Context: an optimization exercise on an open-source flow, tuned for small area, a short achievable clock period and few clock cycles. The choices shown serve that exercise and are no tape-out recipe. In this exercise RTL edits were held to simulation tests only and were not proved equivalent to the original. No activity file was given, so power comes from the tool's default toggle rates.

File: design/flow/config.mk
export PLATFORM = sky130hd
export DESIGN_NAME = llc_core
export DESIGN_NICKNAME = llc_core
export VERILOG_FILES = /design/flow/design.v
export SDC_FILE = /design/flow/constraint.sdc
export NUM_CORES = 4
export LEC_CHECK = 0
export CAP_MARGIN = 20
export CORE_MARGIN = 2
export CORE_UTILIZATION = 45
export SLEW_MARGIN = 20
File: design/flow/constraint.sdc
create_clock -name core_clock -period 5.0 [get_ports {clk}]
set_input_delay 1.0000 -clock core_clock [delete_from_list [all_inputs] [get_ports {clk}]]
set_output_delay 1.0000 -clock core_clock [all_outputs]
set_load 0.01 [all_outputs]
File: design/flow/design.v
`timescale 1ns/1ps
`default_nettype none
package llc_pkg;
    localparam int LLC_SETS     = 16;
    localparam int LLC_WAYS     = 4;
    localparam int LLC_SET_BITS = 4;
    localparam int LLC_WAY_BITS = 2;
    localparam int LLC_TAG_BITS = 8;
    localparam int LINE_BITS    = 32;
    localparam int ADDR_BITS    = 12;
    typedef logic [ADDR_BITS-1:0]    line_addr_t;
    typedef logic [LLC_SET_BITS-1:0] llc_set_t;
    typedef logic [LLC_TAG_BITS-1:0] llc_tag_t;
    typedef logic [LLC_WAY_BITS-1:0] llc_way_t;
    typedef logic [LINE_BITS-1:0]    line_t;
    typedef logic [0:0] req_op_t;
    localparam req_op_t OP_READ  = 1'b0;
    localparam req_op_t OP_WRITE = 1'b1;
    typedef enum logic [1:0] {
        INVALID,
        VALID,
        DIRTY
    } llc_state_t;
    typedef enum logic [2:0] {
        DECODE,
        READ_MEM,
        LOOKUP,
        PROCESS,
        UPDATE
    } llc_core_state_t;
endpackage
`default_nettype wire
`timescale 1ns/1ps
`default_nettype none
module llc_core (
    input  wire logic       clk,
    input  wire logic       rst,
    input  wire logic       req_valid_i,
    output logic            req_ready_o,
    input  wire llc_pkg::req_op_t    req_op_i,
    input  wire llc_pkg::line_addr_t req_addr_i,
    input  wire llc_pkg::line_t      req_line_i,
    input  wire logic       dma_req_valid_i,
    output logic            dma_req_ready_o,
    input  wire llc_pkg::req_op_t    dma_req_op_i,
    input  wire llc_pkg::line_addr_t dma_req_addr_i,
    input  wire llc_pkg::line_t      dma_req_line_i,
    input  wire logic       mem_rsp_valid_i,
    output logic            mem_rsp_ready_o,
    input  wire llc_pkg::line_t      mem_rsp_line_i,
    output logic            rsp_valid_o,
    input  wire logic       rsp_ready_i,
    output llc_pkg::line_addr_t      rsp_addr_o,
    output llc_pkg::line_t           rsp_line_o,
    output logic            dma_rsp_valid_o,
    input  wire logic       dma_rsp_ready_i,
    output llc_pkg::line_addr_t      dma_rsp_addr_o,
    output llc_pkg::line_t           dma_rsp_line_o,
    output logic            mem_req_valid_o,
    input  wire logic       mem_req_ready_i,
    output llc_pkg::req_op_t         mem_req_op_o,
    output llc_pkg::line_addr_t      mem_req_addr_o,
    output llc_pkg::line_t           mem_req_line_o
);
    localparam int NW = llc_pkg::LLC_WAYS;
    localparam int NS = llc_pkg::LLC_SETS;
    localparam int NE = NW * NS;
    localparam int TB = llc_pkg::LLC_TAG_BITS;
    localparam int LB = llc_pkg::LINE_BITS;
    localparam int AB = llc_pkg::ADDR_BITS;
    localparam int RQ = 8;    
    localparam int FQ = 4;    
    localparam int MQ = 3;    
    localparam int RQB = (RQ > 4) ? 3 : (RQ > 2) ? 2 : 1;
    localparam int FQB = (FQ > 4) ? 3 : (FQ > 2) ? 2 : 1;
    localparam int MQB = (MQ > 4) ? 3 : (MQ > 2) ? 2 : 1;
    logic [NE-1:0][TB-1:0] tag_mem;
    logic [NE-1:0][LB-1:0] line_mem;
    logic [NE-1:0] st_vld;
    logic [NE-1:0] st_dty;
    logic [NS-1:0][1:0] ptr;
    logic          r_vld;
    logic          r_dma;
    logic          r_op;
    logic [AB-1:0] r_addr;
    logic [LB-1:0] r_line;
    logic [RQ-1:0]  rq_vld;
    logic [RQ-1:0]  rq_rdy;
    logic [RQ-1:0]  rq_dma;
    logic [RQ-1:0][AB-1:0]  rq_addr;
    logic [RQ-1:0][LB-1:0]  rq_line;
    logic [RQ-1:0][FQB-1:0] rq_wait;
    logic [RQB-1:0] rq_head, rq_tail;
    logic [RQB:0]   rq_cnt;
    logic [FQ-1:0]  fq_vld;
    logic [FQ-1:0]  fq_cancel;
    logic [FQ-1:0][5:0]     fq_ent;
    logic [FQB-1:0] fq_head, fq_tail;
    logic [MQ-1:0]          mq_op;
    logic [MQ-1:0][AB-1:0]  mq_addr;
    logic [MQ-1:0][LB-1:0]  mq_line;
    logic [MQB-1:0] mq_head, mq_tail;
    logic [MQB:0]   mq_cnt;
    logic rq_hrdy, rq_deq, mq_deq, fill_go, fq_ne;
    assign rq_hrdy = rq_vld[rq_head] & rq_rdy[rq_head];
    assign rsp_valid_o     = rq_hrdy & ~rq_dma[rq_head];
    assign dma_rsp_valid_o = rq_hrdy &  rq_dma[rq_head];
    assign rsp_addr_o      = rq_addr[rq_head];
    assign dma_rsp_addr_o  = rq_addr[rq_head];
    assign rsp_line_o      = rq_line[rq_head];
    assign dma_rsp_line_o  = rq_line[rq_head];
    assign rq_deq = rq_hrdy & (rq_dma[rq_head] ? dma_rsp_ready_i : rsp_ready_i);
    assign mem_req_valid_o = (mq_cnt != '0);
    assign mem_req_op_o    = mq_op[mq_head];
    assign mem_req_addr_o  = mq_addr[mq_head];
    assign mem_req_line_o  = mq_line[mq_head];
    assign mq_deq = mem_req_valid_o & mem_req_ready_i;
    assign fq_ne = |fq_vld;
    logic rq_ok, mq_ok, fq_ok, go;
    assign rq_ok = (rq_cnt < RQ) | rq_deq;
    assign mq_ok = (mq_cnt <= MQ - 2) | ((mq_cnt == MQ - 1) & mq_deq);
    assign fq_ok = r_op | ~&fq_vld | (mem_rsp_valid_i & fq_ne);
    assign go = r_vld & rq_ok & mq_ok & fq_ok;
    assign fill_go = mem_rsp_valid_i & fq_ne & ~(go & r_op);
    assign mem_rsp_ready_o = fq_ne & ~(go & r_op);
    logic take;
    logic [3:0]    in_set;
    logic [NS-1:0] in_oh;
    assign req_ready_o     = ~r_vld | go;
    assign dma_req_ready_o = (~r_vld | go) & ~req_valid_i;
    assign take   = (~r_vld | go) & (req_valid_i | dma_req_valid_i);
    assign in_set = req_valid_i ? req_addr_i[3:0] : dma_req_addr_i[3:0];
    always_comb for (int k = 0; k < NS; k++) in_oh[k] = (in_set == 4'(k));
    logic [NS-1:0]         set_oh;
    logic [NW-1:0]         w_vld, w_dty;
    logic [NW-1:0][TB-1:0] w_tag;
    logic [1:0]            s_ptr;
    logic [NW-1:0]         in_vld, in_dty;
    logic [NW-1:0][TB-1:0] in_tag;
    logic [1:0]            in_ptr;
    logic                  fwd;
    always_comb begin
        in_vld = '0;
        in_dty = '0;
        in_tag = '0;
        in_ptr = '0;
        for (int k = 0; k < NS; k++) begin
            for (int w = 0; w < NW; w++) begin
                in_vld[w] = in_vld[w] | (st_vld[{2'(w), 4'(k)}] & in_oh[k]);
                in_dty[w] = in_dty[w] | (st_dty[{2'(w), 4'(k)}] & in_oh[k]);
                in_tag[w] = in_tag[w] | (tag_mem[{2'(w), 4'(k)}] & {TB{in_oh[k]}});
            end
            in_ptr = in_ptr | (ptr[k] & {2{in_oh[k]}});
        end
    end
    assign fwd = (set == in_set);
    always_ff @(posedge clk or negedge rst) begin
        if (!rst) begin
            r_vld <= 1'b0;
            r_dma <= 1'b0;
            r_op  <= 1'b0;
        end else begin
            if (take) begin
                r_vld <= 1'b1;
                r_dma <= ~req_valid_i;
                r_op  <= req_valid_i ? req_op_i : dma_req_op_i;
            end else if (go) begin
                r_vld <= 1'b0;
            end
        end
    end
    always_ff @(posedge clk) begin
        if (take) begin
            r_addr <= req_valid_i ? req_addr_i : dma_req_addr_i;
            r_line <= req_valid_i ? req_line_i : dma_req_line_i;
            set_oh <= in_oh;
            for (int w = 0; w < NW; w++) begin
                if (fwd && go && (r_op || !hit) && w_sel[w]) begin
                    w_vld[w] <= 1'b1;
                    w_dty[w] <= r_op;
                    w_tag[w] <= tag;
                end else begin
                    w_vld[w] <= in_vld[w];
                    w_dty[w] <= in_dty[w];
                    w_tag[w] <= in_tag[w];
                end
            end
            s_ptr <= (fwd && go && !hit && !any_inv) ? s_ptr + 2'd1 : in_ptr;
        end
    end
    logic [3:0]    set;
    logic [TB-1:0] tag;
    assign set = r_addr[3:0];
    assign tag = r_addr[AB-1:4];
    logic [NW-1:0] w_hit, w_inv1, w_vic, w_sel;
    logic [NW-1:0][LB-1:0] w_line;
    logic          hit, any_inv, vdirty;
    logic [1:0]    way;
    logic [5:0]    ent;
    logic [TB-1:0] vtag;
    logic [LB-1:0] rd_line;
    always_comb begin
        for (int w = 0; w < NW; w++) begin
            w_line[w] = '0;
            for (int k = 0; k < NS; k++) begin
                w_line[w] = w_line[w] | (line_mem[{2'(w), 4'(k)}] & {LB{set_oh[k]}});
            end
            w_hit[w]  = w_vld[w] & (w_tag[w] == tag);
        end
        hit = |w_hit;
        any_inv = ~&w_vld;
        w_inv1[0] = ~w_vld[0];
        w_inv1[1] =  w_vld[0] & ~w_vld[1];
        w_inv1[2] = &w_vld[1:0] & ~w_vld[2];
        w_inv1[3] = &w_vld[2:0] & ~w_vld[3];
        for (int w = 0; w < NW; w++) begin
            w_vic[w] = any_inv ? w_inv1[w] : (s_ptr == 2'(w));
        end
        if (hit) begin
            w_sel[0] = w_hit[0];
            w_sel[1] = ~w_hit[0] & w_hit[1];
            w_sel[2] = ~|w_hit[1:0] & w_hit[2];
            w_sel[3] = ~|w_hit[2:0] & w_hit[3];
        end else begin
            w_sel = w_vic;
        end
        way = {w_sel[3] | w_sel[2], w_sel[3] | w_sel[1]};
        ent = {way, set};
        vdirty = ~hit & |(w_vic & w_dty);
        vtag = '0;
        rd_line = '0;
        for (int w = 0; w < NW; w++) begin
            if (w_vic[w]) vtag = vtag | w_tag[w];
            if (w_sel[w]) rd_line = rd_line | w_line[w];
        end
    end
    logic [NW-1:0][FQ-1:0] wf_match;
    logic [FQ-1:0]  f_match;
    logic           pend, pend_now;
    logic [FQB-1:0] pend_id;
    always_comb begin
        for (int w = 0; w < NW; w++)
            for (int i = 0; i < FQ; i++)
                wf_match[w][i] = fq_vld[i] & ~fq_cancel[i] & (fq_ent[i] == {2'(w), set});
        f_match = '0;
        for (int w = 0; w < NW; w++)
            if (w_sel[w]) f_match = f_match | wf_match[w];
        pend = 1'b0;
        pend_id = '0;
        for (int i = 0; i < FQ; i++) begin
            if (f_match[i] && !(fill_go && FQB'(i) == fq_head)) begin
                pend = 1'b1;
                pend_id = FQB'(i);
            end
        end
        pend_now = fill_go & f_match[fq_head];
    end
    logic rd_hit, wr_req, rd_miss;
    assign rd_hit  = go & hit & ~r_op;
    assign wr_req  = go & r_op;
    assign rd_miss = go & ~hit & ~r_op;
    logic [5:0]    fent;
    logic [NE-1:0] fill_oh;
    logic [LB-1:0] dline;
    logic          fwe, rwe, twe;
    assign fent  = fq_ent[fq_head];
    assign fwe   = fill_go & ~fq_cancel[fq_head];
    assign rwe   = wr_req;
    assign twe   = go & (r_op | ~hit);
    assign dline = rwe ? r_line : mem_rsp_line_i;
    always_comb for (int e = 0; e < NE; e++) fill_oh[e] = (fent == 6'(e));
    always_ff @(posedge clk) begin
        for (int w = 0; w < NW; w++) begin
            for (int k = 0; k < NS; k++) begin
                if ((rwe && w_sel[w] && set_oh[k]) || (fwe && fill_oh[{2'(w), 4'(k)}]))
                    line_mem[{2'(w), 4'(k)}] <= dline;
                if (go && !hit && w_sel[w] && set_oh[k])
                    tag_mem[{2'(w), 4'(k)}] <= tag;
            end
        end
    end
    always_ff @(posedge clk or negedge rst) begin
        if (!rst) begin
            st_vld <= '0;
            st_dty <= '0;
            ptr <= '0;
        end else begin
            for (int w = 0; w < NW; w++) begin
                for (int k = 0; k < NS; k++) begin
                    if (twe && w_sel[w] && set_oh[k]) begin
                        st_vld[{2'(w), 4'(k)}] <= 1'b1;
                        st_dty[{2'(w), 4'(k)}] <= r_op;
                    end
                end
            end
            for (int k = 0; k < NS; k++) begin
                if (go && !hit && !any_inv && set_oh[k]) ptr[k] <= s_ptr + 2'd1;
            end
        end
    end
    always_ff @(posedge clk or negedge rst) begin
        if (!rst) begin
            fq_head <= '0;
            fq_tail <= '0;
            fq_cancel <= '0;
            fq_vld <= '0;
        end else begin
            if (go && (r_op || !hit)) begin
                for (int i = 0; i < FQ; i++) begin
                    if (fq_ent[i] == ent) fq_cancel[i] <= 1'b1;
                end
            end
            if (fill_go) begin
                fq_vld[fq_head] <= 1'b0;
                fq_head <= (fq_head == FQB'(FQ - 1)) ? '0 : fq_head + 1'b1;
            end
            if (rd_miss) begin
                fq_cancel[fq_tail] <= 1'b0;
                fq_vld[fq_tail] <= 1'b1;
                fq_tail <= (fq_tail == FQB'(FQ - 1)) ? '0 : fq_tail + 1'b1;
            end
        end
    end
    always_ff @(posedge clk) begin
        if (rd_miss) fq_ent[fq_tail] <= ent;
    end
    logic           mq_wb, mq_rd;
    logic [MQB-1:0] mq_t1;
    assign mq_wb = go & vdirty;
    assign mq_rd = rd_miss;
    assign mq_t1 = (mq_tail == MQB'(MQ - 1)) ? '0 : mq_tail + 1'b1;
    always_ff @(posedge clk or negedge rst) begin
        if (!rst) begin
            mq_head <= '0;
            mq_tail <= '0;
            mq_cnt  <= '0;
        end else begin
            if (mq_deq) mq_head <= (mq_head == MQB'(MQ - 1)) ? '0 : mq_head + 1'b1;
            if (mq_wb && mq_rd) mq_tail <= (mq_t1 == MQB'(MQ - 1)) ? '0 : mq_t1 + 1'b1;
            else if (mq_wb || mq_rd) mq_tail <= mq_t1;
            mq_cnt <= mq_cnt + {1'b0, mq_wb} + {1'b0, mq_rd} - {1'b0, mq_deq};
        end
    end
    always_ff @(posedge clk) begin
        if (mq_wb) begin
            mq_op[mq_tail]   <= 1'b1;
            mq_addr[mq_tail] <= {vtag, set};
            mq_line[mq_tail] <= rd_line;
        end
        if (mq_rd) begin
            mq_op[mq_wb ? mq_t1 : mq_tail]   <= 1'b0;
            mq_addr[mq_wb ? mq_t1 : mq_tail] <= r_addr;
        end
    end
    always_ff @(posedge clk or negedge rst) begin
        if (!rst) begin
            rq_vld  <= '0;
            rq_head <= '0;
            rq_tail <= '0;
            rq_cnt  <= '0;
        end else begin
            if (rq_deq) begin
                rq_vld[rq_head] <= 1'b0;
                rq_head <= (rq_head == RQB'(RQ - 1)) ? '0 : rq_head + 1'b1;
            end
            if (go) begin
                rq_vld[rq_tail] <= 1'b1;
                rq_tail <= (rq_tail == RQB'(RQ - 1)) ? '0 : rq_tail + 1'b1;
            end
            rq_cnt <= rq_cnt + (go ? 1'b1 : 1'b0) - (rq_deq ? 1'b1 : 1'b0);
        end
    end
    logic [LB-1:0]  enq_line;
    logic           enq_rdy;
    logic [FQB-1:0] enq_wait;
    assign enq_line = r_op ? r_line : (pend_now ? mem_rsp_line_i : rd_line);
    assign enq_rdy  = r_op | (hit & ~pend);
    assign enq_wait = hit ? pend_id : fq_tail;
    logic [RQ-1:0] rq_enq, rq_fill;
    always_comb begin
        for (int i = 0; i < RQ; i++) begin
            rq_enq[i]  = go & (rq_tail == RQB'(i));
            rq_fill[i] = fill_go & rq_vld[i] & ~rq_rdy[i] & (rq_wait[i] == fq_head);
        end
    end
    always_ff @(posedge clk) begin
        for (int i = 0; i < RQ; i++) begin
            if (rq_enq[i] || rq_fill[i]) begin
                rq_line[i] <= rq_enq[i] ? enq_line : mem_rsp_line_i;
                rq_rdy[i]  <= rq_enq[i] ? enq_rdy : 1'b1;
            end
            if (rq_enq[i]) begin
                rq_dma[i]  <= r_dma;
                rq_addr[i] <= r_addr;
                rq_wait[i] <= enq_wait;
            end
        end
    end
endmodule
`default_nettype wire
File: design/flow/run.sh
#!/bin/bash
# synth_recipe.tcl (not shown) runs the flow's synth.tcl, then flattens the netlist and writes it again
# the make line also repeats each setting of config.mk as NAME=value (left out here)
make -C /OpenROAD-flow-scripts/flow DESIGN_CONFIG=/design/flow/config.mk WORK_HOME=/design/flow/orfs CLKGATE_MAP_FILE= SYNTH_SCRIPT=/design/flow/synth_recipe.tcl finish
==> run summary <==
==> sequential cells by signal, summed over array words and instances, names as in the netlist, 8 cells and up <==
register  count
r_addr       12
mq_addr      36
st_vld       64
rq_line     256
mq_line      96
ptr          32
r_line       32
set_oh       16
tag_mem     512
rq_dma        8
rq_addr      96
rq_vld        8
rq_rdy        8
rq_wait      16
fq_ent       24
w_tag        32
line_mem   2048
st_dty       64
==> path summary, 6_finish.rpt <==
| path | start | to | cells past startpoint |
|---|---|---|---|
| min reg2reg | st_vld[4]$_DFFE_PN0P_ | st_vld[4]$_DFFE_PN0P_ | 1 |
| min | rst | mq_head[0]$_DFFE_PN0P_ | 1 |
| max in group asynchronous | rst | st_dty[3]$_DFFE_PN0P_ | 2 |
| max | rq_head[0]$_DFFE_PN0P_ | req_ready_o | 8 |
| min in group core_clock | st_vld[4]$_DFFE_PN0P_ | st_vld[4]$_DFFE_PN0P_ | 1 |
| max reg2reg | rq_head[0]$_DFFE_PN0P_ | line_mem[684]$_DFFE_PP_ | 13 |
==> per-stage QoR <==
| step | setup TNS (ns) | total power [mW] |
|---|---|---|
| 3_5_place_dp | 0 | 73.39 |
| 4_1_cts | 0 | 99.57 |
| 2_1_floorplan | -1015.76 | 57.47 |
| 3_3_place_gp | 0 | 72.79 |
| 5_1_grt | 0 | 103.1 |
| 6_report | 0 | 100.1 |
==> what timing repair did <==
item	in CTS	in global routing
gates cloned	0	0
resized for setup	6	0
hold buffers	0	0
hold endpoints to repair	0	0
setup endpoints to repair	49	1
buffers inserted	1	1
==> metal layers <==
metal | share of wire [%] | wire length, µm | vias to the layer above | global-route usage (%)
li1 | - | - | 36500 | -
met1 | 39 | 180600 | 45840 | 40.93
met2 | 45 | 204800 | 5938 | 43.72
met3 | 12 | 54670 | 871 | 6.629
met4 | 3.9 | 17790 | 10 | 9.956
met5 | 0.012 | 55 | - | 0
==> power breakdown <==
group / internal, mW / switching, mW
registers: 38.2 / 2.29
logic: 10.4 / 22.7
clock network: 15.0 / 11.4
total: 63.7 / 36.4
==> layout by cell type, fill, tap and decap left out, types with 53 or more instances in the layout <==
cell,n
buf_4,336
a221o_1,266
o21ai_0,294
o21ai_4,71
clkinv_2,53
clkinv_1,86
clkdlybuf4s50_1,265
dfrtp_1,195
a22o_1,458
o22ai_1,141
a22oi_1,557
edfxtp_1,3166
inv_1,155
xnor2_1,64
mux2_2,184
a221oi_1,417
nand3_1,183
buf_12,145
clkbuf_16,360
mux2i_1,65
mux4_2,97
a21oi_1,97
and2_1,74
nand2_1,499
clkbuf_1,73
nand4_1,144
nor2_1,497
==> logic make-up (layout without fill, tap and decap cells) <==
kind of cell,count (synthesis),in the layout,synth area share (%)
fa+ha+maj,52,52,0.4897
buf+inv,942,1564,2.763
mux,350,350,3.633
xor+xnor,81,81,0.5161
simple gates,1576,1576,5.220
compound gates,2490,2490,14.01
other cells,0,10,0
flops,3405,3405,73.37
==> area by class of cell <==
type                    count  area [µm²]
diodes                     10       25.02
clock buffers             442        9400
clock inverters           206        2187
fillers                 24280      143100
inverters                 161       609.3
multi-input cells        4549       33980
flip-flops and latches   3405      100900
well taps                3978        4977
repair buffers            755        8180
==> run_results.csv <==
group,metric,value,unit
cts,cts_buffers,355,
sta,post-route-min-period,4.783,ns
routing,drtPass1Iterations,8,
final_layout,fin_cells,13510,
global_route,grt_start_max_net_pins,131,
routing,drc,0,
place,place_ws,0.08130,ns
final_layout,drive_above_1_share,15.09,%
yosys,yosys.area.top_type_share,69.16,%
hold_path,hp-class,"in -> async",
sta,rsz0062_at_grt,"false",
sta,max_slew_margin,24.11,%
critical_path,reg2reg_setup_slack,0.34,ns
yosys,async_reset_ff_share,5.874,%
routing,viasPerCell,6.601,
cts,clk-insertion-delay-late,0.96,ns
yosys,synthTopCellsByCount,"edfxtp_1, clkbuf_1, a22oi_1, nor2_1, nand2_1",
final_layout,syn2layout_area_growth,16.56,%
yosys,yosysTopAreaCell,"edfxtp_1",
place,port_buffers,268,
yosys,synth_edf_count,3166,
floorplanning,start_util,45.32,%
critical_path,arrival,3.78,ns
critical_path,cp_data_required_time,4.00,ns
global_route,grt_pass1_vias,84700,
place,dpl_cell_area,148600,µm²
critical_path,start_kind,"register",
floorplanning,num_io_pins,269,
pwr,ir_drop,0.4039,mV
floorplanning,core,303300,µm²
place,gp_congestion,0.9090,
sta,whs,0.1019,ns
sta,layout_setup_ws,0.2168,ns
final_layout,post-route-util,52.83,%
global_route,grt_pass1_wl,640300,µm
critical_path,max_stage_delay,0.63,ns
run_status,status,"finished clean",
routing,wirelength,457900,µm
final_layout,postLayoutCellArea,160200,µm²
sta,max_slew.worst_pin.slew,1.136,ns
cts,cts_htree_levels,5,
routing,wl_per_cell,33.91,µm
place,hpwl,262200,µm
sta,fmax,209.1,MHz
routing,vias,89160,
yosys,syn_area_per_cell,15.45,µm²
sta,setup-violations-final,0,
floorplanning,die_w,556.7,µm
yosys,synthTopCellsByArea,"edfxtp_1, dfrtp_1, a22oi_1, a22o_1, a221oi_1",
yosys,synth_flop_cell,"edfxtp_1",
global_route,track_usage,28.84,%
sta,slew_violations,0,
sta,clock_skew,0.06045,ns
yosys,synth_warnings,1,
sta,fin_crit_sh,95.66,%
cts,cts_root_buf,"clkbuf_16",
floorplanning,std_cell_rows,202,
yosys,synth_cells,8896,
job,cap_viol_max_count,0,
yosys,ys_types,91,
global_route,overflow,0,
critical_path,slowest_stage,"mux4_1",
place,dpl.cell_count,12850,
yosys,synth_nets,9078,
yosys,ys_ff_latch,3405,
final_layout,finalNetCount,9409,
pwr,power_density,624.7,nW/µm²
sta,final_hold_viol_count,0,
global_route,antenna_found_initial,26,
cts,cts_tree,"yes",
critical_path,end_kind,"primary output",
floorplanning,dieHeight,556.7,µm
critical_path,cp_cell_sequence,"mux4_1 > mux2i_4 > mux2_4 > a21boi_2 > nor2_1 > inv_2 > nand2_1 > clkdlybuf4s50_1",
cts,clock_sinks,3405,
critical_path,worstSetupPathType,"reg -> out",
critical_path,crit_family,"multiplexers",
routing,drt_iter0_drc,13840,
pwr,p_leak,53.49,nW
cts,clkTransAtPathRegs,0.06,ns
yosys,syn_area,137500,µm²
routing,postRouteAntennaNets,0,
yosys,yosysMostFrequentCell,"edfxtp_1",
critical_path,worstPathMaxFanout,12,
cts,clockBufferDepth,4,
critical_path,path_buf_inv,2,
yosys,yosysSeqAreaShare,73.37,%
floorplanning,dieArea,309900,µm²
Testbench counts, summed over its fixed seeds: cycles 12,877.

separate check: timing with driven ports:
The flow's constraints put no driver on any port. The routed layout listed below was extracted and timed again, unchanged, in two steps.
Step 1 sets driving cells, clkbuf_16 on the clock port and buf_2 on the other inputs (assumed; they add their load-dependent delay and slew).
Step 2 adds t to the input delays and takes it off the output delays; t is the mean of the earliest and latest rising clock arrival at the registers after step 1. Input paths then give back, and output paths get back, about the clock's delay inside the block.
a / b / c = no drivers / after step 1 / after step 2; a / b = the first two.
t, ns: 1.030
slack for setup (ns): 0.217 / 0.118 / -0.043
worst data-port slew with drivers (ns): 0.18
Met with ideal ports but missed after step 2: setup timing in this run. For this run, drivers alone change the setup slack by -0.099 ns; drivers and shift together by -0.260 ns.
